What follows belongs to an exercise in optimizing a design on an open flow for small area; a production flow would make more cautious choices.
In this exercise RTL edits were held to simulation tests only and were not proved equivalent to the original.
Power is estimated from default activity; no workload was simulated.

==> run.sh <==
#!/bin/bash
# synth_recipe.tcl (not shown) runs the flow's synth.tcl, then flattens the netlist and writes it again
# the make line also repeats each setting of config.mk as NAME=value (left out here)
make -C /OpenROAD-flow-scripts/flow DESIGN_CONFIG=/design/flow/config.mk WORK_HOME=/design/flow/orfs CLKGATE_MAP_FILE= SYNTH_SCRIPT=/design/flow/synth_recipe.tcl finish
==> config.mk <==
export PLATFORM = sky130hd
export DESIGN_NAME = operand_fetch
export DESIGN_NICKNAME = operand_fetch
export VERILOG_FILES = /design/flow/design.v
export SDC_FILE = /design/flow/constraint.sdc
export NUM_CORES = 4
export LEC_CHECK = 0
export CAP_MARGIN = 20
export CORE_MARGIN = 2
export CORE_UTILIZATION = 40
export SLEW_MARGIN = 20
export SYNTH_HIERARCHICAL = 1
==> constraint.sdc <==
create_clock -name core_clock -period 5.0 [get_ports {clk}]
set_input_delay 1.0000 -clock core_clock [delete_from_list [all_inputs] [get_ports {clk}]]
set_output_delay 1.0000 -clock core_clock [all_outputs]
set_load 0.01 [all_outputs]
==> design.v <==
module operand_fetch (
    input  logic        clk,
    input  logic        rst,
    input  logic        in_valid_i,
    output logic        in_ready_o,
    input  logic [3:0]  in_op_i,
    input  logic [4:0]  in_rs1_addr_i,
    input  logic [4:0]  in_rs2_addr_i,
    input  logic [4:0]  in_rd_addr_i,
    input  logic [31:0] in_imm_i,
    input  logic        in_use_imm_i,
    input  logic        ex_fwd_en_i,
    input  logic [4:0]  ex_fwd_addr_i,
    input  logic [31:0] ex_fwd_data_i,
    input  logic        wb_en_i,
    input  logic [4:0]  wb_addr_i,
    input  logic [31:0] wb_data_i,
    output logic        out_valid_o,
    input  logic        out_ready_i,
    output logic [3:0]  ALU_OP_o,
    output logic [31:0] ALU_RS1_o,
    output logic [31:0] ALU_RS2_o,
    output logic [4:0]  out_rd_addr_o
);
    logic        ph;
    logic        full;
    logic        accept;
    logic        hold;
    logic [31:0] st [1:31];
    logic [31:0] st_d [1:31];
    logic [31:0] wx;
    assign out_valid_o = full;
    assign in_ready_o  = !rst && (!full || out_ready_i);
    assign accept      = in_valid_i && in_ready_o;
    assign hold        = !accept;
    always_ff @(posedge clk) begin
        ph   <= !rst && !ph;
        full <= !rst && (accept || (full && !out_ready_i));
    end
    assign wx = wb_data_i ^ {32{ph}};
    for (genvar i = 1; i < 32; i++) begin : g_rf
        logic we, ws, hs;
        assign we = wb_en_i && (wb_addr_i == 5'(i));
        assign ws = rst || we;
        assign hs = rst || !we;
        for (genvar b = 0; b < 32; b++) begin : g_b
            of_oai22 u_d (.a1(st[i][b]), .a2(ws), .b1(wx[b]), .b2(hs), .y(st_d[i][b]));
        end
        always_ff @(posedge clk)
            st[i] <= st_d[i];
    end
    logic        nz1, ex1, wb1, rf1, pe1;
    logic        nz2, ex2, wb2, rf2, im2, pe2;
    logic [31:1] sel1, sel2;
    assign nz1 = (in_rs1_addr_i != 5'd0);
    assign ex1 = accept && nz1 && ex_fwd_en_i && (ex_fwd_addr_i == in_rs1_addr_i);
    assign wb1 = accept && nz1 && !ex1 && wb_en_i && (wb_addr_i == in_rs1_addr_i);
    assign rf1 = accept && nz1 && !ex1 && !wb1;
    assign pe1 = ph && rf1;
    assign im2 = accept && in_use_imm_i;
    assign nz2 = (in_rs2_addr_i != 5'd0);
    assign ex2 = accept && !in_use_imm_i && nz2 && ex_fwd_en_i && (ex_fwd_addr_i == in_rs2_addr_i);
    assign wb2 = accept && !in_use_imm_i && nz2 && !ex2 && wb_en_i && (wb_addr_i == in_rs2_addr_i);
    assign rf2 = accept && !in_use_imm_i && nz2 && !ex2 && !wb2;
    assign pe2 = ph && rf2;
    for (genvar i = 1; i < 32; i++) begin : g_sel
        assign sel1[i] = rf1 && (in_rs1_addr_i == 5'(i));
        assign sel2[i] = rf2 && (in_rs2_addr_i == 5'(i));
    end
    logic [31:0] rs1_d, rs2_d;
    for (genvar b = 0; b < 32; b++) begin : g_out
        logic [11:0] l1, l2;
        logic [2:0]  h1, h2;
        logic        nr1, nr2;
        for (genvar k = 0; k < 10; k++) begin : g_k
            of_aoi222 u_a1 (.a1(st[3*k+1][b]), .a2(sel1[3*k+1]),
                            .b1(st[3*k+2][b]), .b2(sel1[3*k+2]),
                            .c1(st[3*k+3][b]), .c2(sel1[3*k+3]), .y(l1[k]));
            of_aoi222 u_a2 (.a1(st[3*k+1][b]), .a2(sel2[3*k+1]),
                            .b1(st[3*k+2][b]), .b2(sel2[3*k+2]),
                            .c1(st[3*k+3][b]), .c2(sel2[3*k+3]), .y(l2[k]));
        end
        of_aoi222 u_b1 (.a1(st[31][b]), .a2(sel1[31]),
                        .b1(ex_fwd_data_i[b]), .b2(ex1),
                        .c1(wb_data_i[b]), .c2(wb1), .y(l1[10]));
        of_nand2  u_c1 (.a(ALU_RS1_o[b]), .b(hold), .y(l1[11]));
        of_aoi222 u_b2 (.a1(st[31][b]), .a2(sel2[31]),
                        .b1(ex_fwd_data_i[b]), .b2(ex2),
                        .c1(wb_data_i[b]), .c2(wb2), .y(l2[10]));
        of_aoi22  u_c2 (.a1(ALU_RS2_o[b]), .a2(hold),
                        .b1(in_imm_i[b]), .b2(im2), .y(l2[11]));
        for (genvar g = 0; g < 3; g++) begin : g_g
            of_nand4 u_n1 (.a(l1[4*g]), .b(l1[4*g+1]), .c(l1[4*g+2]), .d(l1[4*g+3]), .y(h1[g]));
            of_nand4 u_n2 (.a(l2[4*g]), .b(l2[4*g+1]), .c(l2[4*g+2]), .d(l2[4*g+3]), .y(h2[g]));
        end
        of_nor3  u_r1 (.a(h1[0]), .b(h1[1]), .c(h1[2]), .y(nr1));
        of_nor3  u_r2 (.a(h2[0]), .b(h2[1]), .c(h2[2]), .y(nr2));
        of_xnor2 u_x1 (.a(nr1), .b(pe1), .y(rs1_d[b]));
        of_xnor2 u_x2 (.a(nr2), .b(pe2), .y(rs2_d[b]));
    end
    always_ff @(posedge clk) begin
        ALU_RS1_o <= rs1_d;
        ALU_RS2_o <= rs2_d;
        if (accept) begin
            ALU_OP_o      <= in_op_i;
            out_rd_addr_o <= in_rd_addr_i;
        end
    end
endmodule
module of_oai22 (input logic a1, a2, b1, b2, output logic y);
    assign y = ~((a1 | a2) & (b1 | b2));
endmodule
module of_aoi222 (input logic a1, a2, b1, b2, c1, c2, output logic y);
    assign y = ~((a1 & a2) | (b1 & b2) | (c1 & c2));
endmodule
module of_aoi22 (input logic a1, a2, b1, b2, output logic y);
    assign y = ~((a1 & a2) | (b1 & b2));
endmodule
module of_nand2 (input logic a, b, output logic y);
    assign y = ~(a & b);
endmodule
module of_nand4 (input logic a, b, c, d, output logic y);
    assign y = ~(a & b & c & d);
endmodule
module of_nor3 (input logic a, b, c, output logic y);
    assign y = ~(a | b | c);
endmodule
module of_xnor2 (input logic a, b, output logic y);
    assign y = ~(a ^ b);
endmodule
==> flow_metrics.env, run 1 <==
export IMPL_status="complete, no violations"
export IMPL_setup_tns_ns=0
export IMPL_root_buffer="clkbuf_16"
export IMPL_drtAntennaViolNets=0
export IMPL_crit_path_end_kind="flip-flop"
export IMPL_ios=207
export IMPL_required_ns=5.58
export IMPL_final_common_cell="dfxtp_1"
export IMPL_hold_buffers=0
export IMPL_synthMuxAreaShare_pct=0
export IMPL_grt_start_max_net_pins=65
export IMPL_syn_nets=3593
export IMPL_die_h_um=319
export IMPL_synth_top_area_share_pct=53.4
export IMPL_dr_pass1_iters=14
export IMPL_cts_tree="built"
export IMPL_holdCritPathClass="flip-flop to flip-flop"
export IMPL_synth_edf_count=9
export IMPL_die_x_um=319
export IMPL_ys_ff_latch=1067
export IMPL_nFillCells=8795
export IMPL_crit_arrival_ns=5.22
export IMPL_post_cts_resize_count=0
export IMPL_yosysUniqueCellTypes=40
export IMPL_synth_compound_area_share_pct=35.2
export IMPL_die_area_um2=102000
export IMPL_rsz0062_at_grt="false"
export IMPL_min_to="st[8][19]"
export IMPL_wirelength_um=210000
export IMPL_cp_max_fo=21
export IMPL_path_class="primary input to flip-flop"
export IMPL_r2r_end="ALU_RS2_o[1]"
export IMPL_fin_area_um2=50000
export IMPL_finalSetupViolCount=0
export IMPL_syn_area_um2=39700
export IMPL_clkLatencyLatePin_ns=0.72
export IMPL_synth_simple_area_share_pct=7.61
export IMPL_rows=115
export IMPL_most_common_layout_cells="dfxtp_1, o22ai_1, a222oi_1, clkdlybuf4s50_1, nand4_1"
export IMPL_core_um2=98400
export IMPL_pwr_share_seq_pct=47.5
export IMPL_grtUsageTotal_pct=39.3
export IMPL_drc=0
export IMPL_sw_frac_of_total_pct=28.9
export IMPL_synthCells=3461
export IMPL_peakVddDrop_mv=0.348
export IMPL_hpwlAfterDp_um=126000
export IMPL_area_growth_pct=26.1
export IMPL_port_buffers=206
export IMPL_switching_power_mw=6.25
export IMPL_r2r_setup_slack_ns=1.09
export IMPL_synth_top_family_by_area="compound AO/OA/AOI/OAI gates"
export IMPL_maxCapViolCount=0
export IMPL_finalHoldViolCount=0
export IMPL_clk_pin_slew_worst_paths_ns=0.06
export IMPL_clkSinkCount=1067
export IMPL_place_inst=5143
export IMPL_grt_pass1_vias=40400
export IMPL_reg2regPathDepth=12
export IMPL_synth_xor_area_share_pct=2.56
export IMPL_placed_cell_area_um2=46400
export IMPL_slew_violations=0
export IMPL_antenna_found_initial=11
export IMPL_start_util_pct=40.3
export IMPL_fin_crit_sh_pct=92.8
export IMPL_holdPathStages=1
export IMPL_tightest_slew_ns=1.20
export IMPL_p_int_mw=15.3
export IMPL_r2r_start="full"
export IMPL_synth_area_leaders="dfxtp_1, a222oi_1, o22ai_1, nand4_1, xnor2_1"
export IMPL_synthAdderAreaFrac_pct=0
export IMPL_leakagePower_nw=17.3
export IMPL_combPwrFrac_pct=13.5
export IMPL_wire_per_inst_um=39.4
export IMPL_fin_hold_ws_ns=0.472
export IMPL_cts_buffers=107
export IMPL_grt_overflow=0
export IMPL_cts_max_level=3
export IMPL_syn_area_per_cell_um2=11.5
export IMPL_grt_pass1_wl_um=295000
export IMPL_power_density_nw_per_um2=432
export IMPL_yosys_area_top_type="dfxtp_1"
export IMPL_clock_path_buffers=3
export IMPL_ys_seq_area_share_pct=54.1
export IMPL_yosys_warnings=10
export IMPL_vias_per_cell=8.16
export IMPL_drt_iter0_drc=11300
export IMPL_vias=43600
export IMPL_async_flop_share_pct=0
export IMPL_fin_crit_ns=4.64
export IMPL_clock_skew_ns=0.0432
export IMPL_max_slew_margin_pct=19.6
export IMPL_drive_above_1_share_pct=15.3
export IMPL_nets=4097
export IMPL_stdcell_count=5342
export IMPL_gp_congestion=0.943
export IMPL_postCtsSetupRepairBufs=0
export IMPL_fmax_mhz=216
export IMPL_ys_dominant_reg_cell="dfxtp_1"
export IMPL_pwr_share_clk_pct=39.0
export IMPL_start_kind="primary input"
export IMPL_worstHoldStart="st[8][19]"
## per-module statistics from Yosys (local to each module, per instance), excerpt
module,cells,area [um2],flip-flops and latches,copies in the design
of_aoi22,1,12.5,0,32
of_aoi222,1,10.0,0,704
of_nand2,1,3.75,0,32
of_nand4,1,6.26,0,192
of_nor3,1,10.0,0,64
of_xnor2,1,8.76,0,64
## cell usage after synthesis (all sizes together) (4+ instances only)
cell type	number
a21o	29
nand2	74
nand2b	11
a22oi	32
nor2	22
nand3	4
edfxtp	9
dfxtp	1058
xor2	34
nand4	200
o22ai	992
nor2b	6
clkbuf	17
nor3	78
nand3b	4
xnor2	82
nor4	60
a222oi	704
buf	25
## power by group through the flow
stage,clock [mW],sequential [mW],combinational [mW]
global placement,0,10.4,2.77
global route,8.75,10.3,2.99
detailed placement,0,10.4,2.80
floorplan,0,10.1,1.37
finish,8.42,10.3,2.92
CTS,8.40,10.2,2.80
## worst max-delay path, cell delays in order
cell	delay, ns
clkdlybuf4s50_1	0.98
or3_1	0.23
o21ba_1	0.19
o211ai_4	0.19
buf_12	0.24
nor4_4	0.97
buf_4	0.49
a222oi_1	0.15
nand4_1	0.47
nor3_2	0.11
xnor2_1	0.14
## routing by layer
layer,wire length [um],vias to the layer above,track usage [%]
li1,-,17200,-
met3,37100,1102,20.1
met1,73500,21200,47.4
met5,64,-,0
met2,86500,4105,57.3
met4,13100,12,19.6
## sequential cells by signal, summed over array words and instances (netlist names)
signal,flops
full,1
ALU_RS1_o,32
out_rd_addr_o,5
ALU_RS2_o,32
ph,1
ALU_OP_o,4
st,992
## stage by stage
stage	util (%)	power [mW]	worst slack (ns)
2_1_floorplan	-	11.4	0.0295
3_3_place_gp	47.1	13.1	-0.110
3_5_place_dp	47.1	13.2	-0.115
4_1_cts	50.8	21.4	0.604
5_1_grt	50.8	22.1	0.424
6_report	50.8	21.6	0.361
## cell type report
type | instances | area, um2 | share of cell area (%)
Antenna cell | 4 | 10.0 | 0.0200
Clock buffer | 145 | 2990 | 5.98
Clock inverter | 50 | 661 | 1.32
Inverter | 2 | 11.3 | 0.0225
Multi-Input combinational cell | 2350 | 19000 | 38.0
Sequential cell | 1067 | 21500 | 42.9
Tap cell | 1287 | 1610 | 3.22
Timing Repair Buffer | 437 | 4270 | 8.53
## logic make-up after synthesis
family | after synthesis
and+or+nand+nor | 471
xor gates and xnor gates | 116
DFF | 1067
buffers and inverters | 44
AOI/OAI and AO/OA | 1763
## worst max path at each step
stage | endpoint | startpoint | depth (start not counted) | slack (ns)
after global routing | ALU_RS2_o[1] | in_rs2_addr_i[0] | 11 | 0.42
after detailed placement | ALU_RS2_o[1] | in_rs2_addr_i[0] | 11 | -0.12
after floorplan | ALU_RS1_o[0] | in_rs1_addr_i[3] | 10 | 0.03
final | ALU_RS2_o[1] | in_rs2_addr_i[0] | 11 | 0.36
after CTS | ALU_RS2_o[1] | in_rs2_addr_i[0] | 11 | 0.60
after global placement | ALU_RS2_o[1] | in_rs2_addr_i[0] | 11 | -0.11
==> run 2: changes to the inputs <==
==> flow/run.sh (new file) <==
#!/bin/bash
# The standard layout (the standard.sh, unchanged synthesis, floorplan, power grid, placement,
# CTS and routing), with one difference: the port buffers that global placement inserts on every
# input and output use the smallest buffer cell instead of the one buffer_ports picks by default.
set -euo pipefail
export BUFFER_PORTS_ARGS="-buffer_cell sky130_fd_sc_hd__buf_1"
bash standard.sh > standard.log 2>&1
==> standard.sh (new file) <==
#!/bin/bash
# synth_recipe.tcl (not shown) runs the flow's synth.tcl, then flattens the netlist and writes it again
# the make line also repeats each setting of config.mk as NAME=value (left out here)
make -C /OpenROAD-flow-scripts/flow DESIGN_CONFIG=/design/flow/config.mk WORK_HOME=/design/flow/orfs CLKGATE_MAP_FILE= SYNTH_SCRIPT=/design/flow/synth_recipe.tcl "${@:-finish}"
--- a/config.mk
+++ b/config.mk
@@ -8,5 +8,7 @@
 export CAP_MARGIN = 20
 export CORE_MARGIN = 2
 export CORE_UTILIZATION = 40
+export CTS_CLUSTER_DIAMETER = 100
+export CTS_CLUSTER_SIZE = 25
 export SLEW_MARGIN = 20
 export SYNTH_HIERARCHICAL = 1
removed: run.sh
==> run 2 against run 1 <==
Compared with the run above:
- global-route usage is 0.61 points lower
- area after synthesis is the same
- clock skew decreased by 0.020 ns
- hold slack better by 0.0058 ns
- power down 20%
==> flow_metrics.env, run 2 <==
export IMPL_start_kind="primary input"
export IMPL_ios=207
export IMPL_crit_path_end_kind="flip-flop"
export IMPL_cts_tree="built"
export IMPL_vias=43000
export IMPL_synthCells=3461
export IMPL_fin_hold_ws_ns=0.478
export IMPL_start_util_pct=40.3
export IMPL_antenna_found_initial=8
export IMPL_status="complete, no violations"
export IMPL_peakVddDrop_mv=0.243
export IMPL_clkSinkCount=1067
export IMPL_drtAntennaViolNets=0
export IMPL_setup_tns_ns=0
export IMPL_wire_per_inst_um=39.9
export IMPL_nFillCells=9253
export IMPL_wirelength_um=207000
export IMPL_fin_crit_ns=4.20
export IMPL_syn_nets=3593
export IMPL_die_area_um2=102000
export IMPL_largest_register="st"
export IMPL_syn_area_per_cell_um2=11.5
export IMPL_dr_pass1_iters=14
export IMPL_final_common_cell="dfxtp_1"
export IMPL_slew_violations=0
export IMPL_grt_pass1_vias=40600
export IMPL_drt_iter0_drc=10800
export IMPL_reg_largest_list="st x992, ALU_RS1_o x32, ALU_RS2_o x32"
export IMPL_rows=115
export IMPL_grt_start_max_net_pins=40
export IMPL_maxCapViolCount=0
export IMPL_clock_path_buffers=3
export IMPL_yosys_warnings=10
export IMPL_most_common_layout_cells="dfxtp_1, o22ai_1, a222oi_1, buf_1, nand4_1"
export IMPL_postCtsSetupRepairBufs=0
export IMPL_required_ns=5.60
export IMPL_power_density_nw_per_um2=375
export IMPL_finalHoldViolCount=0
export IMPL_die_x_um=319
export IMPL_clkLatencyLatePin_ns=0.66
export IMPL_synth_edf_count=9
export IMPL_grt_overflow=0
export IMPL_fin_crit_sh_pct=83.9
export IMPL_vias_per_cell=8.31
export IMPL_leakagePower_nw=15.5
export IMPL_synth_area_leaders="dfxtp_1, a222oi_1, o22ai_1, nand4_1, xnor2_1"
export IMPL_grtUsageTotal_pct=38.7
export IMPL_synth_top_area_share_pct=53.4
export IMPL_max_slew_margin_pct=18.6
export IMPL_hpwlAfterDp_um=118000
export IMPL_root_buffer="clkbuf_16"
export IMPL_ys_ff_latch=1067
export IMPL_clock_skew_ns=0.0230
export IMPL_core_um2=98400
export IMPL_cts_max_level=2
export IMPL_ys_seq_area_share_pct=54.1
export IMPL_post_cts_resize_count=0
export IMPL_clk_pin_slew_worst_paths_ns=0.10
export IMPL_synth_common_cells="dfxtp_1, o22ai_1, a222oi_1"
export IMPL_cts_buffers=49
export IMPL_drive_above_1_share_pct=12.3
export IMPL_final_core_util_pct=46.8
export IMPL_largest_reg_flops=992
export IMPL_ys_dominant_reg_cell="dfxtp_1"
export IMPL_rsz0062_at_grt="false"
export IMPL_yosys_area_top_type="dfxtp_1"
export IMPL_tightest_slew_ns=1.21
export IMPL_drc=0
export IMPL_die_h_um=319
export IMPL_holdCritPathClass="flip-flop to flip-flop"
export IMPL_gp_congestion=0.956
export IMPL_async_flop_share_pct=0
export IMPL_area_growth_pct=16.0
export IMPL_cp_max_fo=32
export IMPL_hold_buffers=0
export IMPL_yosysUniqueCellTypes=40
export IMPL_grt_pass1_wl_um=290000
export IMPL_crit_arrival_ns=4.79
export IMPL_fmax_mhz=238
export IMPL_path_class="primary input to flip-flop"
export IMPL_port_buffers=206
export IMPL_finalSetupViolCount=0
export IMPL_nets=4014
export IMPL_synthMostInstantiatedCell="dfxtp_1"
export IMPL_syn_area_um2=39700
[run 2: final cells by class]
cell class | count | area (um2) | area share (%)
clock buffer | 53 | 1240 | 2.70
timing repair buffer | 412 | 2640 | 5.73
inverter | 2 | 11.3 | 0.0245
sequential | 1067 | 21500 | 46.6
tap | 1287 | 1610 | 3.50
antenna | 2 | 5.00 | 0.0109
multi-input combinational | 2350 | 19000 | 41.3
clock inverter | 5 | 58.8 | 0.128
[run 2: layer usage]
layer | global-route usage, % | part of all wire (%) | vias up
li1 | - | - | 16900
met1 | 48.6 | 35 | 20800
met2 | 53.9 | 40 | 4218
met3 | 17.3 | 18 | 1067
met4 | 23.6 | 7.3 | 12
met5 | 1.28 | 0.10 | -
[run 2: per-module statistics from Yosys, one instance, submodules excluded, a selection]
| module | area [um2] | cells | flip-flops and latches |
|---|---|---|---|
| operand_fetch | 23500 | 1381 | 1067 |
| of_aoi22 | 12.5 | 1 | 0 |
| of_nand2 | 3.75 | 1 | 0 |
| of_xnor2 | 8.76 | 1 | 0 |
| of_aoi222 | 10.0 | 1 | 0 |
| of_nand4 | 6.26 | 1 | 0 |
| of_nor3 | 10.0 | 1 | 0 |
[run 2: final timing paths]
kind / from / to / slack [ns] / depth (start not counted)
worst min register to register: st[2][11] / st[2][11] / 0.48 / 1
worst max register to register: full / ALU_RS1_o[15] / 1.33 / 10
worst min-delay path: st[2][11] / st[2][11] / 0.48 / 1
worst max-delay path: in_rs2_addr_i[4] / ALU_RS2_o[15] / 0.80 / 12
[run 2: logic make-up after synthesis]
family	Yosys count	share of synthesized area [%]
flops	1067	54.1
xor+xnor	116	2.56
buf+inv	44	0.596
compound gates	1763	35.2
simple gates	471	7.61
[run 2: worst max-delay path, stage by stage]
cell and delay, ns:
buf_1 0.65, xnor2_1 0.19, nand2_1 0.14, nor2_4 0.44, buf_12 0.31, buf_4 0.25, nor4_4 0.06, buf_4 0.31
a222oi_1 0.40, nand4_1 0.46, nor3_2 0.30, xnor2_1 0.15
[run 2: power by group]
part           switching (mW)  internal [mW]
clock                    2.82           1.80
sequential              0.773           9.34
combinational            1.62          0.898
total                    5.21           12.0
[run 2: through the flow]
stage                     instances  power, mW  area, um2  setup WS, ns
after CTS                      5175       17.1      46000         0.990
after floorplan                3461       11.4      39900        0.0295
after global placement         5117       12.6      44700         0.350
after detailed placement       5117       12.7      44700         0.344
final                          5178       17.3      46000         0.804
after global routing           5177       17.7      46000         0.775
==> run 3: changes to the inputs <==
--- a/design.v
+++ b/design.v
@@ -50,22 +50,25 @@
             st[i] <= st_d[i];
     end
     logic        nz1, ex1, wb1, rf1, pe1;
-    logic        nz2, ex2, wb2, rf2, im2, pe2;
-    logic [31:1] sel1, sel2;
+    logic        nz2, ex2, wb2, rf2, im2, pe2, acc2;
+    logic [31:1] sel1, sel2, nbyp;
     assign nz1 = (in_rs1_addr_i != 5'd0);
     assign ex1 = accept && nz1 && ex_fwd_en_i && (ex_fwd_addr_i == in_rs1_addr_i);
     assign wb1 = accept && nz1 && !ex1 && wb_en_i && (wb_addr_i == in_rs1_addr_i);
     assign rf1 = accept && nz1 && !ex1 && !wb1;
     assign pe1 = ph && rf1;
-    assign im2 = accept && in_use_imm_i;
-    assign nz2 = (in_rs2_addr_i != 5'd0);
-    assign ex2 = accept && !in_use_imm_i && nz2 && ex_fwd_en_i && (ex_fwd_addr_i == in_rs2_addr_i);
-    assign wb2 = accept && !in_use_imm_i && nz2 && !ex2 && wb_en_i && (wb_addr_i == in_rs2_addr_i);
-    assign rf2 = accept && !in_use_imm_i && nz2 && !ex2 && !wb2;
-    assign pe2 = ph && rf2;
+    assign im2  = accept && in_use_imm_i;
+    assign acc2 = accept && !in_use_imm_i;
+    assign nz2  = (in_rs2_addr_i != 5'd0);
+    assign ex2  = acc2 && nz2 && ex_fwd_en_i && (ex_fwd_addr_i == in_rs2_addr_i);
+    assign wb2  = acc2 && nz2 && !ex2 && wb_en_i && (wb_addr_i == in_rs2_addr_i);
+    assign rf2  = acc2 && nz2 && !ex2 && !wb2;
+    assign pe2  = ph && rf2;
     for (genvar i = 1; i < 32; i++) begin : g_sel
-        assign sel1[i] = rf1 && (in_rs1_addr_i == 5'(i));
-        assign sel2[i] = rf2 && (in_rs2_addr_i == 5'(i));
+        assign nbyp[i] = !((ex_fwd_en_i && (ex_fwd_addr_i == 5'(i))) ||
+                           (wb_en_i && (wb_addr_i == 5'(i))));
+        assign sel1[i] = accept && nbyp[i] && (in_rs1_addr_i == 5'(i));
+        assign sel2[i] = acc2 && nbyp[i] && (in_rs2_addr_i == 5'(i));
     end
     logic [31:0] rs1_d, rs2_d;
     for (genvar b = 0; b < 32; b++) begin : g_out
==> flow/run.sh (replaced) <==
#!/bin/bash
# The standard layout (the standard.sh: unchanged synthesis, floorplan, power grid, placement,
# CTS and routing), with two differences:
# - the port buffers that global placement inserts on every input and output use the smallest
#   buffer cell instead of the one buffer_ports picks by default;
# - after global routing's timing repair, ORFS's power recovery downsizes gates that are not
#   timing-critical.
set -euo pipefail
export BUFFER_PORTS_ARGS="-buffer_cell sky130_fd_sc_hd__buf_1"
export RECOVER_POWER=100
bash standard.sh > standard.log 2>&1
==> run 3 against run 2 <==
Compared with the run above:
- the layout now fails its checks (max-capacitance violations, max-slew violations)
- area after synthesis rose by 0.83%
- synthesized cell count increased by 1.6%
- fmax fell by 3.7%
- global-route usage fell by 1.7 points
- sequential power barely moved
- wire length down 2.9%
- utilization decreased by 1.2 points
- first-iteration DRC count down 1.7%
- register-to-register slack worse by 0.33 ns
- die area rose by 0.82%
- critical path depth is 2 lower
- critical path type unchanged
- highest routed layer unchanged
==> flow_metrics.env, run 3 <==
export IMPL_syn_area_um2=40000
export IMPL_path_class="primary input to flip-flop"
export IMPL_cts_buffers=49
export IMPL_core_um2=99600
export IMPL_gp_congestion=0.969
export IMPL_crit_end="ALU_RS2_o[23]"
export IMPL_root_buffer="clkbuf_16"
export IMPL_synth_top_area_share_pct=52.9
export IMPL_timing_critical_path_from="wb_addr_i[2]"
export IMPL_wire_per_inst_um=38.5
export IMPL_slew_violations=362
export IMPL_ys_dominant_reg_cell="dfxtp_1"
export IMPL_ys_ff_latch=1067
export IMPL_finalHoldViolCount=0
export IMPL_synthCells=3516
export IMPL_r2r_setup_slack_ns=1.00
export IMPL_syn_nets=3648
export IMPL_grt_start_max_net_pins=66
export IMPL_largest_register="st"
export IMPL_seq_area_um2=21500
export IMPL_dr_pass1_iters=17
export IMPL_drc=0
export IMPL_clkLatencyLatePin_ns=0.67
export IMPL_synth_common_cells="dfxtp_1, o22ai_1, a222oi_1"
export IMPL_peakVddDrop_mv=0.279
export IMPL_post_cts_resize_count=0
export IMPL_required_ns=5.53
export IMPL_die_area_um2=103000
export IMPL_grtUsageMet1_pct=47.3
export IMPL_antenna_found_initial=4
export IMPL_drtAntennaViolNets=0
export IMPL_switching_power_mw=5.17
export IMPL_drt_iter0_drc=10600
export IMPL_start_kind="primary input"
export IMPL_grt_pass1_wl_um=282000
export IMPL_vias=42800
export IMPL_pwr_share_clk_pct=26.9
export IMPL_top_usage_layer="met2"
export IMPL_ys_seq_area_share_pct=53.6
export IMPL_port_buffers=206
export IMPL_setup_tns_ns=0
export IMPL_fin_crit_ns=4.36
export IMPL_leakagePower_nw=15.3
export IMPL_rows=116
export IMPL_die_h_um=320
export IMPL_synth_area_leaders="dfxtp_1, a222oi_1, o22ai_1, nand4_1, nor3_2"
export IMPL_rsz0062_at_grt="false"
export IMPL_wirelength_um=201000
export IMPL_cts_max_level=2
export IMPL_cts_tree="built"
export IMPL_grtUsageMet2_pct=52.1
export IMPL_holdCritPathClass="flip-flop to flip-flop"
export IMPL_syn_area_per_cell_um2=11.4
export IMPL_clock_skew_ns=0.0316
export IMPL_yosys_warnings=10
export IMPL_synthMostInstantiatedCell="dfxtp_1"
export IMPL_grt_pass1_vias=39500
export IMPL_hold_buffers=0
export IMPL_r2r_start="full"
export IMPL_final_core_util_pct=45.6
export IMPL_vias_per_cell=8.22
export IMPL_combPwrFrac_pct=14.1
export IMPL_use_met3_pct=14.1
export IMPL_sw_frac_of_total_pct=30.1
export IMPL_hpwlAfterDp_um=117000
export IMPL_clk_pin_slew_worst_paths_ns=0.10
export IMPL_reg2regPathDepth=9
export IMPL_most_common_layout_cells="dfxtp_1, o22ai_1, a222oi_1, buf_1, nand4_1"
export IMPL_r2r_end="ALU_RS2_o[23]"
export IMPL_die_x_um=320
export IMPL_grt_overflow=0
export IMPL_tightest_slew_ns=2.41
export IMPL_yosysUniqueCellTypes=46
export IMPL_fin_crit_sh_pct=87.1
export IMPL_reg_largest_list="st x992, ALU_RS1_o x32, ALU_RS2_o x32"
export IMPL_nFillCells=9469
export IMPL_multi_input_area_um2=18800
export IMPL_violations="max-capacitance violations, max-slew violations"
export IMPL_synth_edf_count=9
export IMPL_pwr_share_seq_pct=59.0
export IMPL_crit_arrival_ns=4.88
export IMPL_finalSetupViolCount=0
export IMPL_area_growth_pct=13.4
export IMPL_postCtsSetupRepairBufs=0
export IMPL_async_flop_share_pct=0
export IMPL_clock_path_buffers=3
export IMPL_largest_reg_flops=992
export IMPL_start_util_pct=40.2
export IMPL_nets=4036
export IMPL_crit_path_end_kind="flip-flop"
export IMPL_final_common_cell="dfxtp_1"
export IMPL_grtUsageTotal_pct=37.0
export IMPL_status="failed layout checks"
export IMPL_fmax_mhz=230
export IMPL_ios=207
export IMPL_drive_above_1_share_pct=10.6
export IMPL_maxCapViolCount=11
export IMPL_p_int_mw=12.0
export IMPL_cp_max_fo=32
export IMPL_max_slew_margin_pct=-60.3
export IMPL_yosys_area_top_type="dfxtp_1"
export IMPL_power_density_nw_per_um2=379
export IMPL_clkSinkCount=1067
## run 3: cell count changes after synthesis, sizes merged, moves of 15 or more
cell / change
nor3: +43
nand2: -15
nand2b: +25
or2: +22
nor4: -47
o21bai: +16
a21o: -29
o21ai: +15
## run 3: cell families after synthesis
| group | Yosys count | share of synthesized area [%] |
|---|---|---|
| XOR/XNOR | 116 | 2.54 |
| buffers and inverters | 41 | 0.538 |
| AND/OR/NAND/NOR | 520 | 8.48 |
| AO/OA/AOI/OAI | 1772 | 34.8 |
| flip-flops | 1067 | 53.6 |
## run 3: worst min path at each step
stage | start | cells past startpoint | to
after floorplan | st[10][0] | 1 | st[10][0]
after global placement | st[31][4] | 1 | st[31][4]
after detailed placement | st[4][19] | 1 | st[4][19]
after CTS | st[2][14] | 1 | st[2][14]
after global routing | st[2][5] | 1 | st[2][5]
final | st[1][25] | 1 | st[1][25]
## run 3: power by group through the flow
stage               clock network [mW]  logic, mW  registers, mW
finish                            4.64       2.42           10.2
global route                      4.92       2.51           10.2
CTS                               4.63       2.37           10.1
detailed placement                   0       2.38           10.3
global placement                     0       2.33           10.3
floorplan                            0       1.36           10.1
## run 3: cell type report
| cell class | count | area share (%) |
|---|---|---|
| diodes | 3 | 0.0165 |
| repair buffers | 374 | 4.78 |
| clock inverters | 4 | 0.132 |
| inverters | 4 | 0.0358 |
| well taps | 1298 | 3.58 |
| flip-flops and latches | 1067 | 47.3 |
| clock buffers | 52 | 2.77 |
| multi-input cells | 2408 | 41.4 |
## run 3: through the flow
| stage | setup slack [ns] | std cells | total power [mW] | area [um2] | hold slack [ns] |
|---|---|---|---|---|---|
| after global routing | 0.547 | 5207 | 17.7 | 45400 | 0.487 |
| after detailed placement | 0.709 | 5151 | 12.7 | 44400 | 0.459 |
| final | 0.645 | 5210 | 17.2 | 45400 | 0.476 |
| after floorplan | 0.216 | 3516 | 11.4 | 40000 | 0.443 |
| after global placement | 0.843 | 5149 | 12.6 | 44400 | 0.451 |
| after CTS | 1.44 | 5207 | 17.1 | 45700 | 0.475 |
## run 3: critical path, cell delays in order
cell	delay [ns]
clkbuf_1	0.53
nand4b_1	0.42
or3_1	0.45
o21ai_0	0.18
nor3_2	0.09
clkbuf_2	0.66
a222oi_1	0.76
nand4_1	0.34
nor3_1	0.30
xnor2_1	0.08
## run 3: modules after synthesis (local to each module, per instance)
module,times used,cells,area [um2]
of_nor3,64,1,10.0
of_nand4,192,1,6.26
of_xnor2,64,1,8.76
of_nand2,32,1,3.75
operand_fetch,1,1436,23800
of_oai22,992,1,6.26
of_aoi222,704,1,10.0
of_aoi22,32,1,12.5
## run 3: metal layers
metal,up-vias,part of all wire (%)
met5,-,0.16
met4,16,7.4
met3,858,16
met2,4208,40
met1,20700,36
li1,17000,-
==> run 4: changes to the inputs <==
--- a/design.v
+++ b/design.v
@@ -52,6 +52,8 @@
     logic        nz1, ex1, wb1, rf1, pe1;
     logic        nz2, ex2, wb2, rf2, im2, pe2, acc2;
     logic [31:1] sel1, sel2, nbyp;
+    logic [3:0]  lo1, lo2, loe, low;
+    logic [7:0]  hi1, hi2, hie, hiw;
     assign nz1 = (in_rs1_addr_i != 5'd0);
     assign ex1 = accept && nz1 && ex_fwd_en_i && (ex_fwd_addr_i == in_rs1_addr_i);
     assign wb1 = accept && nz1 && !ex1 && wb_en_i && (wb_addr_i == in_rs1_addr_i);
@@ -64,11 +66,22 @@
     assign wb2  = acc2 && nz2 && !ex2 && wb_en_i && (wb_addr_i == in_rs2_addr_i);
     assign rf2  = acc2 && nz2 && !ex2 && !wb2;
     assign pe2  = ph && rf2;
+    for (genvar j = 0; j < 4; j++) begin : g_lo
+        assign lo1[j] = (in_rs1_addr_i[1:0] == 2'(j));
+        assign lo2[j] = (in_rs2_addr_i[1:0] == 2'(j));
+        assign loe[j] = (ex_fwd_addr_i[1:0] == 2'(j));
+        assign low[j] = (wb_addr_i[1:0] == 2'(j));
+    end
+    for (genvar k = 0; k < 8; k++) begin : g_hi
+        assign hi1[k] = accept && (in_rs1_addr_i[4:2] == 3'(k));
+        assign hi2[k] = acc2 && (in_rs2_addr_i[4:2] == 3'(k));
+        assign hie[k] = ex_fwd_en_i && (ex_fwd_addr_i[4:2] == 3'(k));
+        assign hiw[k] = wb_en_i && (wb_addr_i[4:2] == 3'(k));
+    end
     for (genvar i = 1; i < 32; i++) begin : g_sel
-        assign nbyp[i] = !((ex_fwd_en_i && (ex_fwd_addr_i == 5'(i))) ||
-                           (wb_en_i && (wb_addr_i == 5'(i))));
-        assign sel1[i] = accept && nbyp[i] && (in_rs1_addr_i == 5'(i));
-        assign sel2[i] = acc2 && nbyp[i] && (in_rs2_addr_i == 5'(i));
+        assign nbyp[i] = !((loe[i%4] && hie[i/4]) || (low[i%4] && hiw[i/4]));
+        of_and3 u_s1 (.a(lo1[i%4]), .b(hi1[i/4]), .c(nbyp[i]), .y(sel1[i]));
+        of_and3 u_s2 (.a(lo2[i%4]), .b(hi2[i/4]), .c(nbyp[i]), .y(sel2[i]));
     end
     logic [31:0] rs1_d, rs2_d;
     for (genvar b = 0; b < 32; b++) begin : g_out
@@ -119,6 +132,9 @@
 module of_aoi22 (input logic a1, a2, b1, b2, output logic y);
     assign y = ~((a1 & a2) | (b1 & b2));
 endmodule
+module of_and3 (input logic a, b, c, output logic y);
+    assign y = a & b & c;
+endmodule
 module of_nand2 (input logic a, b, output logic y);
     assign y = ~(a & b);
 endmodule
==> flow/run.sh (replaced) <==
#!/bin/bash
# The standard layout (the standard.sh, unchanged synthesis, floorplan, power grid, placement,
# CTS and routing), with one difference: the port buffers that global placement inserts on every
# input and output use the smallest buffer cell instead of the one buffer_ports picks by default.
set -euo pipefail
export BUFFER_PORTS_ARGS="-buffer_cell sky130_fd_sc_hd__buf_1"
bash standard.sh > standard.log 2>&1
==> run 4 against run 3 <==
Compared with the run above:
- now clean on timing, DRC and antenna
- first-iteration DRC count is 9.9% higher
- sequential share of layout area increased by 0.12 points
- worst setup slack improved by 0.45 ns
- design area down 0.26%
- cell count about the same
- via count about the same
- synthesized cell count is the same
- utilization grew 0.34 points
- critical path depth rose by 1
- largest cell class unchanged
==> flow_metrics.env, run 4 <==
export IMPL_critPathTopFamily="simple AND/OR/NAND/NOR gates"
export IMPL_start_kind="primary input"
export IMPL_post_cts_resize_count=0
export IMPL_reg_largest_list="st x992, ALU_RS1_o x32, ALU_RS2_o x32"
export IMPL_cp_max_fo=13
export IMPL_synthMostInstantiatedCell="dfxtp_1"
export IMPL_fmax_mhz=256
export IMPL_fin_crit_ns=3.91
export IMPL_async_flop_share_pct=0
export IMPL_hold_buffers=0
export IMPL_root_buffer="clkbuf_16"
export IMPL_final_common_cell="dfxtp_1"
export IMPL_yosysUniqueCellTypes=34
export IMPL_status="complete, no violations"
export IMPL_ys_dominant_reg_cell="dfxtp_1"
export IMPL_finalSetupViolCount=0
export IMPL_drt_iter0_drc=11600
export IMPL_required_ns=5.53
export IMPL_ios=207
export IMPL_grt_overflow=0
export IMPL_clock_skew_ns=0.0348
export IMPL_maxCapViolCount=0
export IMPL_drive_above_1_share_pct=11.1
export IMPL_start_util_pct=40.4
export IMPL_grtUsageMet2_pct=52.3
export IMPL_synth_area_leaders="dfxtp_1, a222oi_1, o22ai_1, nand4_1, nor3_2"
export IMPL_cts_tree="built"
export IMPL_critPathBufInv=2
export IMPL_rsz0062_at_grt="false"
export IMPL_worst_slack_ns=1.09
export IMPL_port_buffers=206
export IMPL_grtUsageMet1_pct=49.2
export IMPL_synthCells=3516
export IMPL_leakagePower_nw=15.6
export IMPL_syn_area_per_cell_um2=11.3
export IMPL_rows=115
export IMPL_final_core_util_pct=45.9
export IMPL_critPathMaxStageDelay_ns=0.62
export IMPL_wire_per_inst_um=39.8
export IMPL_largest_reg_flops=992
export IMPL_area_growth_pct=13.7
export IMPL_wirelength_um=208000
export IMPL_dp_slack_ns=0.542
export IMPL_yosys_warnings=10
export IMPL_grt_start_max_net_pins=64
export IMPL_worstPathCellList="buf_1, nor2b_1, nand2_1, nor2_1, a21oi_1, and3_1, buf_4, a222oi_1, nand4_1, nor3_2, xnor2_1"
export IMPL_clock_path_buffers=3
export IMPL_path_class="primary input to flip-flop"
export IMPL_cts_max_level=2
export IMPL_total_power_mw=17.4
export IMPL_vias_per_cell=8.22
export IMPL_drtAntennaViolNets=0
export IMPL_most_common_layout_cells="dfxtp_1, o22ai_1, a222oi_1, buf_1, nand4_1"
export IMPL_crit_arrival_ns=4.44
export IMPL_clkSinkCount=1067
export IMPL_core_um2=98600
export IMPL_use_met3_pct=18.3
export IMPL_dr_pass1_iters=17
export IMPL_finalHoldViolCount=0
export IMPL_die_area_um2=102000
export IMPL_gp_congestion=0.985
export IMPL_peakVddDrop_mv=0.276
export IMPL_vias=42800
export IMPL_yosys_area_top_type="dfxtp_1"
export IMPL_top_usage_layer="met2"
export IMPL_max_slew_margin_pct=14.4
export IMPL_antenna_found_initial=11
export IMPL_largest_register="st"
export IMPL_clk_pin_slew_worst_paths_ns=0.10
export IMPL_ys_ff_latch=1067
export IMPL_slew_violations=0
export IMPL_syn_nets=3648
export IMPL_holdCritPathClass="flip-flop to flip-flop"
export IMPL_die_h_um=319
export IMPL_cts_buffers=50
export IMPL_setup_tns_ns=0
export IMPL_drc=0
export IMPL_die_x_um=319
export IMPL_grt_pass1_wl_um=289000
export IMPL_slowest_stage="nand4_1"
export IMPL_grt_pass1_vias=39200
export IMPL_fin_crit_sh_pct=78.2
export IMPL_clkLatencyLatePin_ns=0.67
export IMPL_hpwlAfterDp_um=131000
export IMPL_grtUsageTotal_pct=38.5
export IMPL_crit_path_end_kind="flip-flop"
export IMPL_synth_top_area_share_pct=53.2
export IMPL_syn_area_um2=39800
export IMPL_synth_edf_count=9
export IMPL_synth_common_cells="dfxtp_1, o22ai_1, a222oi_1"
export IMPL_nets=4050
export IMPL_ys_seq_area_share_pct=53.9
export IMPL_tightest_slew_ns=1.28
export IMPL_power_density_nw_per_um2=385
export IMPL_postCtsSetupRepairBufs=0
run 4: cell types whose count changed in the layout (fill, tap and decap cells not counted), moves of 16 or more:
cell,previous run,this run
a21oi_1,1,31
and3_1,5,36
and3_2,0,26
buf_4,143,159
nand2_1,59,43
nor2_1,13,52
nor3_1,62,12
or2_2,14,32
or3_1,9,30
run 4: area by class of cell:
cell class                 instances  area [um2]
fill                            9312       53300
sequential                      1067       21500
multi-input combinational       2414       18500
timing repair buffer             382        2310
tap                             1287        1610
clock buffer                      50        1250
clock inverter                     6        92.6
antenna                            5        12.5
inverter                           3        11.3
run 4: logic make-up (layout without fill, tap and decap cells):
| logic type | Yosys count | in the layout | synth area share (%) |
|---|---|---|---|
| other | 0 | 5 | 0 |
| xor gates and xnor gates | 116 | 116 | 2.55 |
| and+or+nand+nor | 536 | 536 | 8.41 |
| buffers and inverters | 35 | 441 | 0.371 |
| AOI/OAI and AO/OA | 1762 | 1762 | 34.8 |
| DFF | 1067 | 1067 | 53.9 |
run 4: final timing paths:
kind	cells after the start	slack [ns]	from	to
setup / recovery	11	1.09	wb_en_i	ALU_RS2_o[11]
hold / removal	1	0.47	st[27][13]	st[27][13]
setup reg to reg	9	1.33	full	ALU_RS2_o[7]
hold reg to reg	1	0.47	st[27][13]	st[27][13]
run 4: per-layer routing:
metal	up-vias	part of all wire, %
met5	-	0.055
li1	17000	-
met4	12	7.0
met1	20900	36
met2	4144	39
met3	824	18
run 4: modules after synthesis, one instance, submodules excluded:
module	copies in the design	cells	cell area, um2	flops+latches
of_nand4	192	1	6.26	0
of_oai22	992	1	6.26	0
of_aoi22	32	1	12.5	0
of_nor3	64	1	10.0	0
of_xnor2	64	1	8.76	0
of_aoi222	704	1	10.0	0
operand_fetch	1	1374	23200	1067
of_nand2	32	1	3.75	0
of_and3	62	1	6.26	0
run 4: power breakdown:
part	internal, mW	switching (mW)	total [mW]
sequential	9.34	0.870	10.2
clock	1.83	2.85	4.68
combinational	0.879	1.67	2.55
run 4: through the flow:
stage	instances	cell area, um2	hold WS [ns]
finish	5214	45300	0.475
global route	5209	45300	0.487
CTS	5209	45200	0.476
detailed placement	5153	43900	0.459
global placement	5153	43900	0.452
floorplan	3516	39800	0.443
==> run 5: changes to the inputs <==
--- a/design.v
+++ b/design.v
@@ -87,7 +87,7 @@
     for (genvar b = 0; b < 32; b++) begin : g_out
         logic [11:0] l1, l2;
         logic [2:0]  h1, h2;
-        logic        nr1, nr2;
+        logic        or1, or2;
         for (genvar k = 0; k < 10; k++) begin : g_k
             of_aoi222 u_a1 (.a1(st[3*k+1][b]), .a2(sel1[3*k+1]),
                             .b1(st[3*k+2][b]), .b2(sel1[3*k+2]),
@@ -109,10 +109,10 @@
             of_nand4 u_n1 (.a(l1[4*g]), .b(l1[4*g+1]), .c(l1[4*g+2]), .d(l1[4*g+3]), .y(h1[g]));
             of_nand4 u_n2 (.a(l2[4*g]), .b(l2[4*g+1]), .c(l2[4*g+2]), .d(l2[4*g+3]), .y(h2[g]));
         end
-        of_nor3  u_r1 (.a(h1[0]), .b(h1[1]), .c(h1[2]), .y(nr1));
-        of_nor3  u_r2 (.a(h2[0]), .b(h2[1]), .c(h2[2]), .y(nr2));
-        of_xnor2 u_x1 (.a(nr1), .b(pe1), .y(rs1_d[b]));
-        of_xnor2 u_x2 (.a(nr2), .b(pe2), .y(rs2_d[b]));
+        of_or3   u_r1 (.a(h1[0]), .b(h1[1]), .c(h1[2]), .y(or1));
+        of_or3   u_r2 (.a(h2[0]), .b(h2[1]), .c(h2[2]), .y(or2));
+        of_xor2  u_x1 (.a(or1), .b(pe1), .y(rs1_d[b]));
+        of_xor2  u_x2 (.a(or2), .b(pe2), .y(rs2_d[b]));
     end
     always_ff @(posedge clk) begin
         ALU_RS1_o <= rs1_d;
@@ -141,9 +141,9 @@
 module of_nand4 (input logic a, b, c, d, output logic y);
     assign y = ~(a & b & c & d);
 endmodule
-module of_nor3 (input logic a, b, c, output logic y);
-    assign y = ~(a | b | c);
+module of_or3 (input logic a, b, c, output logic y);
+    assign y = a | b | c;
 endmodule
-module of_xnor2 (input logic a, b, output logic y);
-    assign y = ~(a ^ b);
+module of_xor2 (input logic a, b, output logic y);
+    assign y = a ^ b;
 endmodule
==> run 5 against run 4 <==
Compared with the run above:
- sequential power is essentially flat
- fmax down 3.7%
- clock skew fell by 0.0050 ns
- critical path depth unchanged
- clock power grew 3%
- non-clock buffer count decreased by 65
- synthesized cell count is the same
- critical path type unchanged
- largest cell class unchanged
==> flow_metrics.env, run 5 <==
export IMPL_fin_crit_sh_pct=81.2
export IMPL_nFillCells=9409
export IMPL_port_buffers=206
export IMPL_clock_path_buffers=3
export IMPL_vias=42600
export IMPL_maxCapViolCount=0
export IMPL_area_growth_pct=12.4
export IMPL_holdCritPathClass="flip-flop to flip-flop"
export IMPL_yosys_warnings=10
export IMPL_yosys_area_top_type="dfxtp_1"
export IMPL_reg2regPathDepth=9
export IMPL_largest_register="st"
export IMPL_grt_pass1_wl_um=283000
export IMPL_final_common_cell="dfxtp_1"
export IMPL_postCtsSetupRepairBufs=0
export IMPL_syn_nets=3648
export IMPL_drc=0
export IMPL_cts_buffers=50
export IMPL_slowest_stage="and3_1"
export IMPL_status="complete, no violations"
export IMPL_r2r_end="ALU_RS2_o[28]"
export IMPL_gp_congestion=1.01
export IMPL_rows=115
export IMPL_grt_overflow=0
export IMPL_worstPathCellList="buf_1, nor2b_1, nand2_1, nor2_1, a21oi_1, and3_1, buf_4, a222oi_1, nand4_1, or3_1, xor2_1"
export IMPL_crit_path_end_kind="flip-flop"
export IMPL_drtAntennaViolNets=0
export IMPL_root_buffer="clkbuf_16"
export IMPL_most_common_layout_cells="dfxtp_1, o22ai_1, a222oi_1, buf_1, nand4_1"
export IMPL_clkLatencyLatePin_ns=0.67
export IMPL_slew_violations=0
export IMPL_leakagePower_nw=15.7
export IMPL_placed_cell_area_um2=43000
export IMPL_path_class="primary input to flip-flop"
export IMPL_hold_buffers=0
export IMPL_largest_reg_flops=992
export IMPL_syn_area_per_cell_um2=11.2
export IMPL_rsz0062_at_grt="false"
export IMPL_dr_pass1_iters=14
export IMPL_syn_area_um2=39600
export IMPL_post_cts_resize_count=0
export IMPL_cts_tree="built"
export IMPL_ys_dominant_reg_cell="dfxtp_1"
export IMPL_die_x_um=318
export IMPL_r2r_start="full"
export IMPL_ys_seq_area_share_pct=54.2
export IMPL_ys_ff_latch=1067
export IMPL_max_slew_margin_pct=11.7
export IMPL_timing_critical_path_from="wb_en_i"
export IMPL_clkSinkCount=1067
export IMPL_synth_top_area_share_pct=53.5
export IMPL_grt_start_max_net_pins=65
export IMPL_fmax_mhz=246
export IMPL_async_flop_share_pct=0
export IMPL_dp_slack_ns=0.554
export IMPL_grtUsageTotal_pct=37.6
export IMPL_clk_pin_slew_worst_paths_ns=0.10
export IMPL_synth_edf_count=9
export IMPL_nets=3985
export IMPL_wirelength_um=202000
export IMPL_critPathBufInv=2
export IMPL_r2r_setup_slack_ns=1.14
export IMPL_crit_end="ALU_RS2_o[28]"
export IMPL_synth_common_cells="dfxtp_1, o22ai_1, a222oi_1"
export IMPL_synthMostInstantiatedCell="dfxtp_1"
export IMPL_cp_num_cells=11
export IMPL_fin_hold_ws_ns=0.474
export IMPL_synth_area_leaders="dfxtp_1, a222oi_1, o22ai_1, nand4_1, xor2_1"
export IMPL_vias_per_cell=8.28
export IMPL_reg_largest_list="st x992, ALU_RS1_o x32, ALU_RS2_o x32"
export IMPL_crit_arrival_ns=4.59
export IMPL_place_inst=5088
export IMPL_power_density_nw_per_um2=392
export IMPL_die_area_um2=101000
export IMPL_cp_max_fo=18
export IMPL_clock_skew_ns=0.0298
export IMPL_stdcell_count=5151
export IMPL_die_h_um=318
export IMPL_critPathTopFamily="simple AND/OR/NAND/NOR gates"
export IMPL_fin_crit_ns=4.06
export IMPL_drive_above_1_share_pct=8.89
export IMPL_drt_iter0_drc=11000
export IMPL_worst_slack_ns=0.939
export IMPL_antenna_found_initial=16
export IMPL_ios=207
export IMPL_finalSetupViolCount=0
export IMPL_setup_tns_ns=0
export IMPL_critPathMaxStageDelay_ns=0.50
export IMPL_peakVddDrop_mv=0.267
export IMPL_start_util_pct=40.3
export IMPL_grt_pass1_vias=39700
export IMPL_wire_per_inst_um=39.2
export IMPL_synthCells=3516
export IMPL_cts_max_level=2
export IMPL_yosysUniqueCellTypes=33
export IMPL_required_ns=5.53
export IMPL_finalHoldViolCount=0
export IMPL_core_um2=98100
export IMPL_start_kind="primary input"
export IMPL_tightest_slew_ns=1.32
export IMPL_fin_area_um2=44500
export IMPL_hpwlAfterDp_um=120000
==> run 5: worst min-delay path by stage <==
stage / start / end / slack, ns / cells after the start
after global routing: in_rd_addr_i[3] / out_rd_addr_o[3] / 0.48 / 1
after floorplan: st[10][0] / st[10][0] / 0.44 / 1
after detailed placement: st[1][19] / st[1][19] / 0.46 / 1
final: st[28][15] / st[28][15] / 0.47 / 1
after CTS: in_rd_addr_i[0] / out_rd_addr_o[0] / 0.48 / 1
after global placement: st[28][0] / st[28][0] / 0.45 / 1
==> run 5: layer usage <==
metal | track usage (%) | vias up | part of all wire [%]
li1 | - | 16800 | -
met1 | 48.3 | 20600 | 36
met2 | 51.6 | 4243 | 39
met3 | 14.0 | 963 | 17
met4 | 26.4 | 22 | 8.2
met5 | 0.662 | - | 0.12
==> run 5: metrics by stage <==
| stage | power [mW] | util (%) |
|---|---|---|
| after global placement | 12.6 | 43.9 |
| final | 17.4 | 45.3 |
| after global routing | 17.8 | 45.3 |
| after floorplan | 11.3 | - |
| after detailed placement | 12.6 | 43.9 |
| after CTS | 17.2 | 45.3 |
==> run 5: modules after synthesis (local to each module, per instance) <==
module,times used,flops+latches
of_oai22,992,0
of_or3,64,0
of_aoi222,704,0
of_aoi22,32,0
of_and3,62,0
operand_fetch,1,1067
of_nand4,192,0
of_nand2,32,0
of_xor2,64,0
==> run 5: cells by family (layout without fill, tap and decap cells) <==
kind of cell / after synthesis / count (layout) / share of synthesized area, %
AO/OA/AOI/OAI: 1762 / 1762 / 35.0
other: 0 / 4 / 0
AND/OR/NAND/NOR: 536 / 536 / 7.86
flip-flops: 1067 / 1067 / 54.2
buffers and inverters: 35 / 379 / 0.373
XOR/XNOR: 116 / 116 / 2.57
==> run 5: report_power, final <==
| part | total (mW) | internal (mW) | switching [mW] |
|---|---|---|---|
| registers | 10.2 | 9.34 | 0.872 |
| logic | 2.37 | 0.830 | 1.54 |
| clock network | 4.81 | 1.93 | 2.88 |
==> run 5: worst register-to-register path, cell delays in order, from the launching register on <==
cell and delay, ns:
dfxtp_1 0.33, nor2b_4 0.13, or3_1 0.46, nor3_1 0.44, and3_1 1.10, buf_4 0.46
a222oi_1 0.16, nand4_1 0.38, or3_1 0.19, xor2_1 0.13
==> run 5: final cells by class <==
cell class                      instances  area [um2]  share of cell area, %
Tap cell                             1287        1610                   3.62
Clock buffer                           55        1330                   3.00
Sequential cell                      1067       21500                   48.3
Multi-Input combinational cell       2414       18300                   41.2
Antenna cell                            4        10.0                 0.0225
Clock inverter                          4        72.6                  0.163
Inverter                                3        11.3                 0.0253
Timing Repair Buffer                  317        1630                   3.67
==> run 6: changes to the inputs <==
--- a/config.mk
+++ b/config.mk
@@ -8,7 +8,8 @@
 export CAP_MARGIN = 20
 export CORE_MARGIN = 2
 export CORE_UTILIZATION = 40
-export CTS_CLUSTER_DIAMETER = 100
-export CTS_CLUSTER_SIZE = 25
+export CTS_BUF_LIST = sky130_fd_sc_hd__clkbuf_8
+export CTS_CLUSTER_DIAMETER = 80
+export CTS_CLUSTER_SIZE = 16
 export SLEW_MARGIN = 20
 export SYNTH_HIERARCHICAL = 1
==> run 6 against run 5 <==
Compared with the run above:
- sequential power is essentially flat
- critical path type unchanged
- largest cell class unchanged
- power is 1.8% lower
- critical endpoint unchanged
- fmax up 3.3%
- worst setup slack gained 0.13 ns
==> flow_metrics.env, run 6 <==
export IMPL_crit_path_end_kind="flip-flop"
export IMPL_holdCritPathClass="primary input to flip-flop"
export IMPL_maxCapViolCount=0
export IMPL_core_um2=98100
export IMPL_grt_pass1_wl_um=284000
export IMPL_min_to="out_rd_addr_o[0]"
export IMPL_clk_pin_slew_worst_paths_ns=0.12
export IMPL_p_int_mw=11.7
export IMPL_finalSetupViolCount=0
export IMPL_reg_largest_list="st x992, ALU_RS1_o x32, ALU_RS2_o x32"
export IMPL_critPathMaxStageDelay_ns=0.62
export IMPL_die_h_um=318
export IMPL_dr_pass1_iters=17
export IMPL_grtUsageTotal_pct=37.8
export IMPL_vias=42900
export IMPL_hpwlAfterDp_um=120000
export IMPL_worstHoldStart="in_rd_addr_i[0]"
export IMPL_synthCells=3516
export IMPL_wirelength_um=203000
export IMPL_synth_top_area_share_pct=53.5
export IMPL_gp_congestion=1.01
export IMPL_sw_frac_of_total_pct=31.3
export IMPL_final_common_cell="dfxtp_1"
export IMPL_slew_violations=0
export IMPL_fin_crit_sh_pct=78.6
export IMPL_clock_path_buffers=3
export IMPL_pwr_share_seq_pct=59.8
export IMPL_dp_slack_ns=0.554
export IMPL_r2r_start="full"
export IMPL_synth_common_cells="dfxtp_1, o22ai_1, a222oi_1"
export IMPL_start_util_pct=40.3
export IMPL_cts_max_level=3
export IMPL_crit_arrival_ns=4.55
export IMPL_antenna_found_initial=12
export IMPL_worstPathCellList="buf_1, nand2b_1, nor2_1, a21oi_1, and3_1, buf_4, a222oi_1, nand4_1, or3_1, xor2_1"
export IMPL_syn_nets=3648
export IMPL_reg2regPathDepth=9
export IMPL_fin_crit_ns=3.93
export IMPL_largest_register="st"
export IMPL_power_density_nw_per_um2=386
export IMPL_largest_reg_flops=992
export IMPL_area_growth_pct=12.1
export IMPL_syn_area_um2=39600
export IMPL_rsz0062_at_grt="false"
export IMPL_grt_pass1_vias=39800
export IMPL_synth_area_leaders="dfxtp_1, a222oi_1, o22ai_1, nand4_1, xor2_1"
export IMPL_drc=0
export IMPL_tightest_slew_ns=1.30
export IMPL_post_cts_resize_count=0
export IMPL_drtAntennaViolNets=0
export IMPL_wire_per_inst_um=39.1
export IMPL_synthMostInstantiatedCell="dfxtp_1"
export IMPL_drive_above_1_share_pct=9.73
export IMPL_multi_input_area_um2=18300
export IMPL_synth_edf_count=9
export IMPL_vias_per_cell=8.26
export IMPL_ios=207
export IMPL_yosys_warnings=10
export IMPL_yosysUniqueCellTypes=33
export IMPL_status="complete, no violations"
export IMPL_grt_overflow=0
export IMPL_nets=4014
export IMPL_max_slew_margin_pct=13.4
export IMPL_nFillCells=9464
export IMPL_drt_iter0_drc=10900
export IMPL_async_flop_share_pct=0
export IMPL_pwr_share_clk_pct=26.3
export IMPL_most_common_layout_cells="dfxtp_1, o22ai_1, a222oi_1, buf_1, nand4_1"
export IMPL_ys_ff_latch=1067
export IMPL_postCtsSetupRepairBufs=0
export IMPL_hold_buffers=0
export IMPL_start_kind="primary input"
export IMPL_clock_skew_ns=0.0592
export IMPL_holdPathStages=1
export IMPL_leakagePower_nw=15.6
export IMPL_yosys_area_top_type="dfxtp_1"
export IMPL_combPwrFrac_pct=13.9
export IMPL_die_area_um2=101000
export IMPL_die_x_um=318
export IMPL_port_buffers=206
export IMPL_peakVddDrop_mv=0.248
export IMPL_root_buffer="clkbuf_8"
export IMPL_required_ns=5.62
export IMPL_ys_dominant_reg_cell="dfxtp_1"
export IMPL_switching_power_mw=5.36
export IMPL_rows=115
export IMPL_fmax_mhz=254
export IMPL_cp_max_fo=20
export IMPL_path_class="primary input to flip-flop"
export IMPL_grt_start_max_net_pins=65
export IMPL_r2r_end="ALU_RS2_o[28]"
export IMPL_clkLatencyLatePin_ns=0.79
export IMPL_clkSinkCount=1067
export IMPL_r2r_setup_slack_ns=1.15
export IMPL_cts_buffers=78
export IMPL_worst_slack_ns=1.07
export IMPL_finalHoldViolCount=0
export IMPL_cts_tree="built"
export IMPL_syn_area_per_cell_um2=11.2
export IMPL_ys_seq_area_share_pct=54.2
export IMPL_slowest_stage="and3_1"
export IMPL_setup_tns_ns=0
export IMPL_seq_area_um2=21500
[run 6: changes by cell type in the layout (fill, tap and decap cells not counted), moves of 2 or more]
cell       change
clkbuf_1       -2
inv_1          +3
inv_8          +3
clkbuf_8      +82
inv_6          +2
diode_2        +2
inv_16         -2
clkbuf_16     -53
[run 6: power by group through the flow]
stage          Clock, mW  Sequential, mW  Combinational [mW]
3_3_place_gp           0            10.3                2.23
3_5_place_dp           0            10.3                2.26
5_1_grt             4.77            10.3                2.45
4_1_cts             4.47            10.1                2.26
6_report            4.50            10.2                2.38
2_1_floorplan          0            10.1                1.26
[run 6: metal layers]
layer / wire length (um) / vias to the layer above / global-route usage (%)
li1: - / 16900 / -
met1: 73400 / 20700 / 48.8
met2: 79700 / 4270 / 52.2
met3: 33900 / 959 / 14.5
met4: 15900 / 16 / 24.8
met5: 170 / - / 0
[run 6: kinds of logic after synthesis]
kind of cell	share of synthesized area (%)
flip-flops	54.2
buffers and inverters	0.373
XOR/XNOR	2.57
AO/OA/AOI/OAI	35.0
AND/OR/NAND/NOR	7.86
[run 6: worst max-delay path by stage]
stage                    end  depth (start not counted)         start  slack, ns
3_5_place_dp   ALU_RS2_o[28]                         10  wb_addr_i[0]       0.55
3_3_place_gp   ALU_RS2_o[28]                         11       wb_en_i       0.56
5_1_grt        ALU_RS2_o[21]                         10  wb_addr_i[4]       1.06
6_report       ALU_RS2_o[28]                         10  wb_addr_i[0]       1.07
4_1_cts        ALU_RS2_o[28]                         11       wb_en_i       1.34
2_1_floorplan   ALU_RS1_o[0]                         11   out_ready_i       0.60
[run 6: stage by stage]
step	instances	hold slack (ns)	utilization, %	area, um2	total power, mW
detailed placement	5088	0.459	43.9	43000	12.6
global route	5187	0.383	45.2	44300	17.5
finish	5190	0.406	45.2	44300	17.1
global placement	5088	0.451	43.9	43000	12.6
CTS	5183	0.393	45.1	44300	16.9
floorplan	3516	0.443	-	39600	11.3
[run 6: layout make-up]
cell class              instances  area share [%]
multi-input cells            2414            41.3
clock inverters                13           0.288
repair buffers                318            3.73
diodes                          6          0.0339
flip-flops and latches       1067            48.4
inverters                       3          0.0254
well taps                    1287            3.63
clock buffers                  82            2.55
[run 6: modules after synthesis (local to each module, per instance)]
module	copies in the design	flip-flops and latches
of_xor2	64	0
of_or3	64	0
of_nand2	32	0
operand_fetch	1	1067
of_and3	62	0
of_aoi22	32	0
of_oai22	992	0
of_aoi222	704	0
of_nand4	192	0
[run 6: critical path: cells and delay by family]
family	cells	cell delay [ns]
AO/OA/AOI/OAI	2	0.44
AND/OR/NAND/NOR	5	2.25
buffers and inverters	2	0.68
XOR/XNOR	1	0.14
==> run 7: changes to the inputs <==
--- a/config.mk
+++ b/config.mk
@@ -7,7 +7,7 @@
 export LEC_CHECK = 0
 export CAP_MARGIN = 20
 export CORE_MARGIN = 2
-export CORE_UTILIZATION = 40
+export CORE_UTILIZATION = 50
 export CTS_BUF_LIST = sky130_fd_sc_hd__clkbuf_8
 export CTS_CLUSTER_DIAMETER = 80
 export CTS_CLUSTER_SIZE = 16
==> run 7 against run 6 <==
Compared with the run above:
- still clean on timing, DRC and antenna
- combinational power is 4% lower
- non-clock buffer count is 52 higher
- critical path depth up 1
- power fell by 2.4%
- global-route usage increased by 10 points
- largest power group unchanged
- highest routed layer unchanged
==> flow_metrics.env, run 7 <==
export IMPL_worstPathCellList="buf_1, nand2b_1, nor2_1, a21oi_1, and3_1, buf_4, buf_4, a222oi_1, nand4_1, or3_1, xor2_1"
export IMPL_fin_hold_ws_ns=0.438
export IMPL_cp_max_fo=18
export IMPL_core_um2=78600
export IMPL_power_density_nw_per_um2=376
export IMPL_clk_pin_slew_worst_paths_ns=0.10
export IMPL_most_common_layout_cells="dfxtp_1, o22ai_1, a222oi_1, buf_1, nand4_1"
export IMPL_port_buffers=206
export IMPL_largest_register="st"
export IMPL_cts_buffers=77
export IMPL_tightest_slew_ns=1.29
export IMPL_drt_iter0_drc=9661
export IMPL_yosys_area_top_type="dfxtp_1"
export IMPL_clock_skew_ns=0.0602
export IMPL_fmax_mhz=238
export IMPL_status="complete, no violations"
export IMPL_holdCritPathClass="primary input to flip-flop"
export IMPL_cts_tree="built"
export IMPL_leakagePower_nw=15.9
export IMPL_root_buffer="clkbuf_8"
export IMPL_ys_seq_area_share_pct=54.2
export IMPL_ios=207
export IMPL_slowest_stage="and3_1"
export IMPL_start_util_pct=50.3
export IMPL_yosys_warnings=10
export IMPL_antenna_found_initial=13
export IMPL_sw_frac_of_total_pct=30.2
export IMPL_syn_area_per_cell_um2=11.2
export IMPL_clock_path_buffers=3
export IMPL_final_common_cell="dfxtp_1"
export IMPL_post_cts_resize_count=0
export IMPL_final_core_util_pct=56.4
export IMPL_vias_per_cell=8.68
export IMPL_fin_crit_sh_pct=84.1
export IMPL_cts_max_level=3
export IMPL_gp_congestion=0.974
export IMPL_synth_area_leaders="dfxtp_1, a222oi_1, o22ai_1, nand4_1, xor2_1"
export IMPL_switching_power_mw=5.03
export IMPL_die_area_um2=81400
export IMPL_drc=0
export IMPL_fin_area_um2=44400
export IMPL_async_flop_share_pct=0
export IMPL_p_int_mw=11.7
export IMPL_rows=103
export IMPL_pwr_share_clk_pct=25.8
export IMPL_pwr_share_seq_pct=60.4
export IMPL_slew_violations=0
export IMPL_synthMostInstantiatedCell="dfxtp_1"
export IMPL_synth_common_cells="dfxtp_1, o22ai_1, a222oi_1"
export IMPL_grt_pass1_wl_um=289000
export IMPL_fin_crit_ns=4.21
export IMPL_setup_tns_ns=0
export IMPL_finalHoldViolCount=0
export IMPL_die_x_um=285
export IMPL_combPwrFrac_pct=13.7
export IMPL_vias=43400
export IMPL_crit_arrival_ns=4.81
export IMPL_wire_per_inst_um=40.8
export IMPL_ys_ff_latch=1067
export IMPL_grtUsageTotal_pct=47.9
export IMPL_die_h_um=285
export IMPL_synth_edf_count=9
export IMPL_hpwlAfterDp_um=120000
export IMPL_finalSetupViolCount=0
export IMPL_peakVddDrop_mv=0.263
export IMPL_placed_cell_area_um2=43100
export IMPL_grt_overflow=0
export IMPL_hold_buffers=0
export IMPL_crit_top_cell="buf_4"
export IMPL_critPathTopFamily="simple AND/OR/NAND/NOR gates"
export IMPL_wirelength_um=204000
==> run 7: cell types whose count changed in the layout (fill, tap and decap cells not counted), moves of 2 or more <==
cell / before / now
buf_4: 109 / 158
or3_2: 10 / 3
xor2_2: 32 / 29
or2_4: 0 / 3
xor2_4: 0 / 3
buf_12: 3 / 5
or2_2: 33 / 30
and3_1: 8 / 57
or3_1: 85 / 93
and3_2: 54 / 5
==> run 7: power groups by stage <==
| stage | Combinational [mW] | Sequential, mW | Clock, mW |
|---|---|---|---|
| 2_1_floorplan | 1.26 | 10.1 | 0 |
| 3_3_place_gp | 2.14 | 10.2 | 0 |
| 3_5_place_dp | 2.20 | 10.2 | 0 |
| 4_1_cts | 2.20 | 10.0 | 4.29 |
| 5_1_grt | 2.39 | 10.2 | 4.60 |
| 6_report | 2.29 | 10.1 | 4.31 |
==> run 7: logic make-up after synthesis <==
logic type	Yosys count	synth area share, %
AOI/OAI and AO/OA	1762	35.0
xor gates and xnor gates	116	2.57
buffers and inverters	35	0.373
DFF	1067	54.2
and+or+nand+nor	536	7.86
==> run 7: cell type report <==
class                           count  area (um2)  area share [%]
Antenna cell                        7        17.5          0.0395
Tap cell                         1050        1310            2.96
Inverter                            3        11.3          0.0254
Timing Repair Buffer              370        2090            4.71
Clock inverter                      8        61.3           0.138
Clock buffer                       81        1110            2.51
Sequential cell                  1067       21500            48.4
Multi-Input combinational cell   2414       18300            41.2
==> run 7: worst paths after layout <==
check | endpoint | from | cells past startpoint | slack (ns)
max | ALU_RS2_o[4] | ex_fwd_addr_i[4] | 11 | 0.79
min | out_rd_addr_o[2] | in_rd_addr_i[2] | 1 | 0.44
max reg2reg | ALU_RS1_o[8] | full | 11 | 1.10
min reg2reg | st[14][22] | st[14][22] | 1 | 0.48
==> run 7: modules after synthesis (local to each module, per instance) <==
module	cells	area [um2]
of_nand4	1	6.26
of_aoi222	1	10.0
of_oai22	1	6.26
of_nand2	1	3.75
of_aoi22	1	12.5
of_or3	1	6.26
of_xor2	1	8.76
operand_fetch	1374	23200
of_and3	1	6.26
==> run 7: layer usage <==
metal	GRT usage, %	vias to the layer above	part of all wire (%)
met5	0.465	-	0.055
met4	37.2	16	9.4
met3	18.7	1076	16
met2	67.9	4386	40
met1	58.1	21000	34
li1	-	17000	-
==> run 7: per-stage QoR <==
stage	total power, mW	cells	setup slack [ns]
5_1_grt	17.1	4995	0.841
3_3_place_gp	12.3	4903	0.229
2_1_floorplan	11.3	3516	0.604
4_1_cts	16.5	4992	1.01
3_5_place_dp	12.4	4903	0.231
6_report	16.7	5000	0.794

Re-timed with assumed drivers on the ports (clkbuf_16 on the clock, buf_2 on other inputs), run 7 has 0.827 ns of setup slack against 0.794 ns with ideal ports, and 0.028 ns once port delays also move by the mid clock arrival of 0.799 ns.
